Source: an optimization exercise on an open RTL-to-GDS flow (aim: small area, a short achievable clock period and few clock cycles per item). Production flows keep margins and buffers that such runs may drop.
Only simulation tests tie the RTL to the original design; equivalence was not proved.
Power is estimated from default activity; no workload was simulated.

// gamepad_input_qualifier_top
module gamepad_input_qualifier_top #(
  parameter int unsigned HOLD_WIDTH = 16
) (
  input  logic                                  clk_i,
  input  logic                                  rst_ni,
  input  logic [gpq_pkg::IN_TDATA_W-1:0]        s_axis_tdata,
  input  logic                                  s_axis_tvalid,
  output logic                                  s_axis_tready,
  output logic [gpq_pkg::OUT_TDATA_W-1:0]       m_axis_tdata,
  output logic                                  m_axis_tvalid,
  input  logic                                  m_axis_tready,
  input  logic                                  cfg_valid_i,
  output logic                                  cfg_ready_o,
  input  logic [gpq_pkg::CFG_IDX_W-1:0]         cfg_index_i,
  input  logic [gpq_pkg::CFG_DATA_W-1:0]        cfg_data_i
);
Settings: LEC_CHECK=0, CAP_MARGIN=20, CORE_MARGIN=2, CORE_UTILIZATION=40, SETUP_SLACK_MARGIN=5, SLEW_MARGIN=20; clock period 8.0 ns.
run.sh (not shown) runs the stock make flow with config.mk's settings and CLKGATE_MAP_FILE= SYNTH_SCRIPT=/design/flow/synth_recipe.tcl, a recipe that flattens the netlist after the stock synthesis.
Testbench counts at the start, summed over its fixed seeds: cycles 5,173, items 4,800.
==> next run, changes <==
--- a/flow/design.v
+++ b/flow/design.v
@@ -82,34 +82,33 @@
 `timescale 1ns / 1ps
 module gpq_lane #(
   parameter int unsigned HOLD_WIDTH = 16
 ) (
   input  logic                  clk_i,
   input  logic                  rst_ni,
   input  logic                  step_i,
   input  logic                  active_i,
   output logic [HOLD_WIDTH-1:0] hold_o
 );
   logic [HOLD_WIDTH-1:0] hold_q;
   logic [HOLD_WIDTH-1:0] hold_d;
+  logic [HOLD_WIDTH-1:0] carry;    
+  logic                  inc, clr;
   always_comb begin
-    hold_d = hold_q;
-    if (step_i) begin
-      if (!active_i) begin
-        hold_d = '0;
-      end else if (hold_q != '1) begin
-        hold_d = hold_q + HOLD_WIDTH'(1);
-      end
-    end
+    carry[0] = 1'b1;
+    for (int i = 1; i < HOLD_WIDTH; i++) carry[i] = carry[i-1] && hold_q[i-1];
   end
+  assign inc    = step_i && active_i && !(carry[HOLD_WIDTH-1] && hold_q[HOLD_WIDTH-1]);
+  assign clr    = step_i && !active_i;
+  assign hold_d = clr ? '0 : hold_q ^ (carry & {HOLD_WIDTH{inc}});
   always_ff @(posedge clk_i or negedge rst_ni) begin
     if (!rst_ni) begin
       hold_q <= '0;
     end else begin
       hold_q <= hold_d;
     end
   end
   assign hold_o = hold_q;
 endmodule
 `timescale 1ns / 1ps
 module gpq_rem #(
   parameter int unsigned VW = 16
@@ -283,52 +282,46 @@
     r_init  = '0;
     x_init  = b0_x;
     if ((b0_x >> 8) < b0_p) begin
       cnt_sel = 4'd4; r_init = RW'(b0_x >> 8); x_init = b0_x << 8;
     end
     if ((b0_x >> 6) < b0_p) begin
       cnt_sel = 4'd3; r_init = RW'(b0_x >> 6); x_init = b0_x << 10;
     end
     if ((b0_x >> 4) < b0_p) begin
       cnt_sel = 4'd2; r_init = RW'(b0_x >> 4); x_init = b0_x << 12;
     end
     if ((b0_x >> 2) < b0_p) begin
-      cnt_sel = 4'd1; r_init = RW'(b0_x >> 2); x_init = b0_x << 14;
+      cnt_sel = 4'd1; r_init = RW'(b0_x >> 2); x_init = b0_x << 12;   
     end
     if (b0_x < b0_p) begin
       cnt_sel = 4'd0;
     end
   end
   logic signed [RW-1:0]  b1_r2;
+  logic                  b1_long;
+  assign b1_long = b1_cnt >= 4'd2;
   logic                  b1_zero;
   gpq_rem #(.VW(TW)) u_rem1 (
     .rem_i(b1_r), .bits_i(b1_x[TW-1:TW-2]), .div_i(b1_p), .div3_i(b1_p3),
     .rem_o(b1_r2), .zero_o(b1_zero)
   );
   logic signed [RW-1:0]  b2_r2;
-  logic                  b2_zero, b2_done, b2_fire_nx, b2_rz;
-  logic [RW-1:0]         b2_pe;
+  logic                  b2_zero, b2_done, b2_fire_nx;
   gpq_rem #(.VW(TW)) u_rem2 (
     .rem_i(b2_r), .bits_i(b2_x[TW-3:TW-4]), .div_i(b2_p), .div3_i(b2_p3),
     .rem_o(b2_r2), .zero_o(b2_zero)
   );
-  always_comb begin
-    logic ok;
-    b2_pe = RW'(b2_p);
-    ok = !(b2_r[0] ^ b2_pe[0]);
-    for (int i = 1; i < RW; i++) ok = ok && ((b2_r[i] ^ b2_pe[i]) == (b2_r[i-1] | b2_pe[i-1]));
-    b2_rz = ok || (b2_r == '0);
-  end
   assign b2_done    = b2_fin;   
-  assign b2_fire_nx = !b2_div ? b2_fire : (b2_cnt == 4'd0) ? b2_rz : b2_zero;
+  assign b2_fire_nx = b2_div ? b2_zero : b2_fire;
   logic s_v, b2_ok, pop, push;
   assign b2_ok   = b2_v && b2_done;
   assign push    = b2_ok && !s_v;
   assign pop     = o_v && m_axis_tready;
   assign b2_free = !b2_v || push;
   assign b1_free = !b1_v || b2_free;
   assign b0_free = !b0_v || b1_free;
   assign a2_free = !a2_v || b0_free;
   assign a_free  = rdy_q;   
   assign b1_adv  = b1_v && b2_free;
   assign b0_adv  = b0_v && b1_free;
   assign a2_adv  = a2_v && b0_free;
@@ -402,26 +395,26 @@
       b1_p    <= b0_p;
       b1_p3   <= (TW+3)'(b0_p) + ((TW+3)'(b0_p) << 1);
       b1_r    <= r_init;
       b1_cnt  <= cnt_sel;
       b1_div  <= b0_need && (cnt_sel != 4'd0);
       b1_fire <= b0_fire;
     end
     if (b1_adv) begin
       b2_act  <= b1_act;
       b2_x    <= b1_x[TW-3:0];
       b2_p    <= b1_p;
       b2_p3   <= b1_p3;
-      b2_r    <= b1_r2;
-      b2_cnt  <= b1_cnt - 4'd1;
+      b2_r    <= b1_long ? b1_r2 : b1_r;
+      b2_cnt  <= b1_long ? b1_cnt - 4'd1 : b1_cnt;
       b2_fin  <= !b1_div || (b1_cnt <= 4'd2);
       b2_div  <= b1_div;
       b2_fire <= b1_fire;
     end else if (b2_v && !b2_done) begin
       b2_r   <= b2_r2;
       b2_x   <= b2_x << 2;
       b2_cnt <= b2_cnt - 4'd1;
       b2_fin <= b2_cnt <= 4'd2;
     end
     if (push && (!o_v || pop)) begin
       o_fire  <= b2_fire_nx;
       o_first <= b2_first;
What happened:
- The new run finished clean
- maximum frequency goes down by a little under a tenth
- total power rose by a few percent
- wire length decreases by a few percent
- synthesized area is lower by a few percent
- design area decreases slightly
- first-iteration DRC count fell by a few percent
- setup slack gets worse by 0.29 ns
- global-route usage decreases by 0.46 points
Testbench counts after the change, summed over its fixed seeds: cycles 5,173, items 4,800.

## afterwards: timing with drivers on the ports
The results above use ideal ports. As a check the final layouts listed here were re-extracted and re-timed, cells and wires unchanged.
Step 1 sets driving cells, clkbuf_16 on the clock port and buf_2 on the other inputs (assumed; they add their load-dependent delay and slew).
Step 2 also shifts input and output timing later by t, the mid clock arrival at the registers, as if the neighbouring blocks saw the same clock.
Three values: ideal, step 1, step 2; two values: the first two.
run	t, ns	setup slack, ns	worst setup path after step 2	clock arrival spread, ns
the first run	0.805	4.665 / 4.665 / 4.223	input to register	0.096 / 0.096
the second run	0.772	4.378 / 4.378 / 4.220	input to register	0.092 / 0.093
After both steps setup and hold are still met in every run listed. For the first run, which loses most, drivers alone change the setup slack by 0.000 ns; drivers and shift together by -0.442 ns.
